This design comes from an exercise in tuning for small area, a short achievable clock period and few clock cycles per item on the open sky130 flow, not from production work.
In this exercise RTL edits were held to simulation tests only and were not proved equivalent to the original.
No activity file was given, so power comes from the tool's default toggle rates.

Setup of run 1:
Design rc_stick_conditioner, start of the top module:
module rc_stick_conditioner (
    input  wire logic        i_clk,
    input  wire logic        i_rst_n,
    input  wire logic        i_in_valid,
    output logic             o_in_ready,
    input  wire logic [11:0] i_adc_stick_down,
    input  wire logic [11:0] i_adc_roll,
    input  wire logic [11:0] i_adc_yaw,
    input  wire logic [11:0] i_adc_stick_up,
    input  wire logic [11:0] i_adc_aux_three,
    input  wire logic [11:0] i_adc_aux_one,
    input  wire logic [11:0] i_adc_aux_two,
    output logic             o_out_valid,
    input  wire logic        i_out_ready,
    output logic [10:0]      o_filtered_throttle,
    output logic [10:0]      o_filtered_yaw,
    output logic [10:0]      o_filtered_pitch,
    output logic [10:0]      o_filtered_roll,
    output logic [10:0]      o_filtered_aux_one,
    output logic [10:0]      o_filtered_aux_two,
    output logic [10:0]      o_filtered_aux_three,
    input  wire logic        i_cfg_we,
    input  wire logic [2:0]  i_cfg_idx,
    input  wire logic [9:0]  i_cfg_data
);
export LEC_CHECK = 0
export ABC_AREA = 1
export CAP_MARGIN = 20
export CORE_MARGIN = 2
export CORE_UTILIZATION = 50
export CTS_BUF_LIST = sky130_fd_sc_hd__clkbuf_4 sky130_fd_sc_hd__clkbuf_8
export CTS_CLUSTER_DIAMETER = 60
export CTS_CLUSTER_SIZE = 20
export PLACE_DENSITY = 0.65
export SLEW_MARGIN = 20
create_clock -name core_clock -period 10.0 [get_ports {i_clk}]
standard.sh (not shown) runs the stock make flow with config.mk's settings and CLKGATE_MAP_FILE= SYNTH_SCRIPT=/design/flow/synth_recipe.tcl, a recipe that flattens the netlist after the stock synthesis.
==> flow/flow/run.sh <==
#!/bin/bash
# The standard layout (standard.sh), with timing repair aimed at a 4.0 ns
# period (setup slack margin 6.0 ns at the fixed 10 ns clock) and plain
# buf_1 port buffers. Each tool's output goes to its own log here.
set -euo pipefail
bash standard.sh SETUP_SLACK_MARGIN=6.0 "BUFFER_PORTS_ARGS=-buffer_cell sky130_fd_sc_hd__buf_1" finish > standard_flow.log 2>&1
Having completed the whole flow, run 1 delivered a layout that passed the timing, DRC and antenna checks.
Testbench counts of run 1, summed over its fixed seeds: cycles 16,032, items 16,000.
Input changes introduced in run 2 (baseline for comparison: run 1):
# run 1
export LEC_CHECK = 0
export ABC_AREA = 1
export CAP_MARGIN = 20
export CORE_MARGIN = 2
export CORE_UTILIZATION = 50
export CTS_BUF_LIST = sky130_fd_sc_hd__clkbuf_4 sky130_fd_sc_hd__clkbuf_8
export CTS_CLUSTER_DIAMETER = 60
export CTS_CLUSTER_SIZE = 20
export PLACE_DENSITY = 0.65
export SLEW_MARGIN = 20
create_clock -name core_clock -period 10.0 [get_ports {i_clk}]
# run 2
export LEC_CHECK = 0
export ABC_AREA = 1
export CAP_MARGIN = 20
export CORE_MARGIN = 2
export CORE_UTILIZATION = 50
export CTS_BUF_LIST = sky130_fd_sc_hd__clkbuf_4 sky130_fd_sc_hd__clkbuf_8
export CTS_CLUSTER_DIAMETER = 50
export CTS_CLUSTER_SIZE = 14
export PLACE_DENSITY = 0.65
export SLEW_MARGIN = 20
create_clock -name core_clock -period 10.0 [get_ports {i_clk}]
- Diff run 1 -> run 2: adder-cell area share of the yosys netlist held steady; power density over the cells grew by about 3%; sequential share of layout area lost 0.44 points; clock network contribution to total cell area now larger.
- Cell count: run 2 higher than run 1
- Fmax | run 2 vs run 1 | run 2 slower
- Fraction of final layout cells sized beyond drive strength 1 ended up 0.54 points higher on run 2 than on run 1.
- In run 2, the design area came out about 0.9% above the value in run 1.
- Comparing the two runs side by side, run 2 comes out behind run 1 on clock period minus worst slack.
The following lists how run 3 was set up differently from run 2:
# run 2
export LEC_CHECK = 0
export ABC_AREA = 1
export CAP_MARGIN = 20
export CORE_MARGIN = 2
export CORE_UTILIZATION = 50
export CTS_BUF_LIST = sky130_fd_sc_hd__clkbuf_4 sky130_fd_sc_hd__clkbuf_8
export CTS_CLUSTER_DIAMETER = 50
export CTS_CLUSTER_SIZE = 14
export PLACE_DENSITY = 0.65
export SLEW_MARGIN = 20
create_clock -name core_clock -period 10.0 [get_ports {i_clk}]
# run 3
export LEC_CHECK = 0
export ABC_AREA = 1
export CAP_MARGIN = 20
export CORE_MARGIN = 2
export CORE_UTILIZATION = 50
export CTS_BUF_LIST = sky130_fd_sc_hd__clkbuf_4 sky130_fd_sc_hd__clkbuf_8
export PLACE_DENSITY = 0.65
export SLEW_MARGIN = 20
create_clock -name core_clock -period 10.0 [get_ports {i_clk}]
### Flow results
- Both conditions hold for run 3: the flow ran to the end and the final layout passed the timing, DRC and antenna checks.
- In the route summary, run 3 ends up with a via count exceeding that of run 2.
- The final reports for run 3 and run 2 show net total in the final layout higher in the former.
- Compared with run 2, in run 3 leakage power of the design climbed 1.4%; ratio of final minimum period to clock period dropped 0.98 points.

## what the ideal ports hide
The flow's constraints put no driver on any port. The routed layouts listed below were extracted and timed again, unchanged, in two steps. Step 1 (the two cells are an assumption about what drives the block):
set clk [get_ports {i_clk}]
set_driving_cell -lib_cell sky130_fd_sc_hd__clkbuf_16 $clk
set_driving_cell -lib_cell sky130_fd_sc_hd__buf_2 [delete_from_list [all_inputs] $clk]
Step 2 moves the port delays by t, midway between the first and last clock arrival at a register: inputs arrive t later, outputs are due t later. That takes back most of the time a late clock gives input paths. a / b / c = ideal ports / drivers / drivers and shift; a / b = the first two.
run	shift t [ns]	setup slack, ns	worst setup path at the end
run 1	0.788	6.143 / 6.140 / 5.395	input to register
run 2	0.805	6.062 / 6.079 / 5.273	input to register
run 3	0.853	6.160 / 6.109 / 5.346	input to register
After both steps every run listed still meets setup and hold. The setup slack of run 3, which loses most, moves by -0.051 ns with the drivers and by -0.814 ns with both steps.
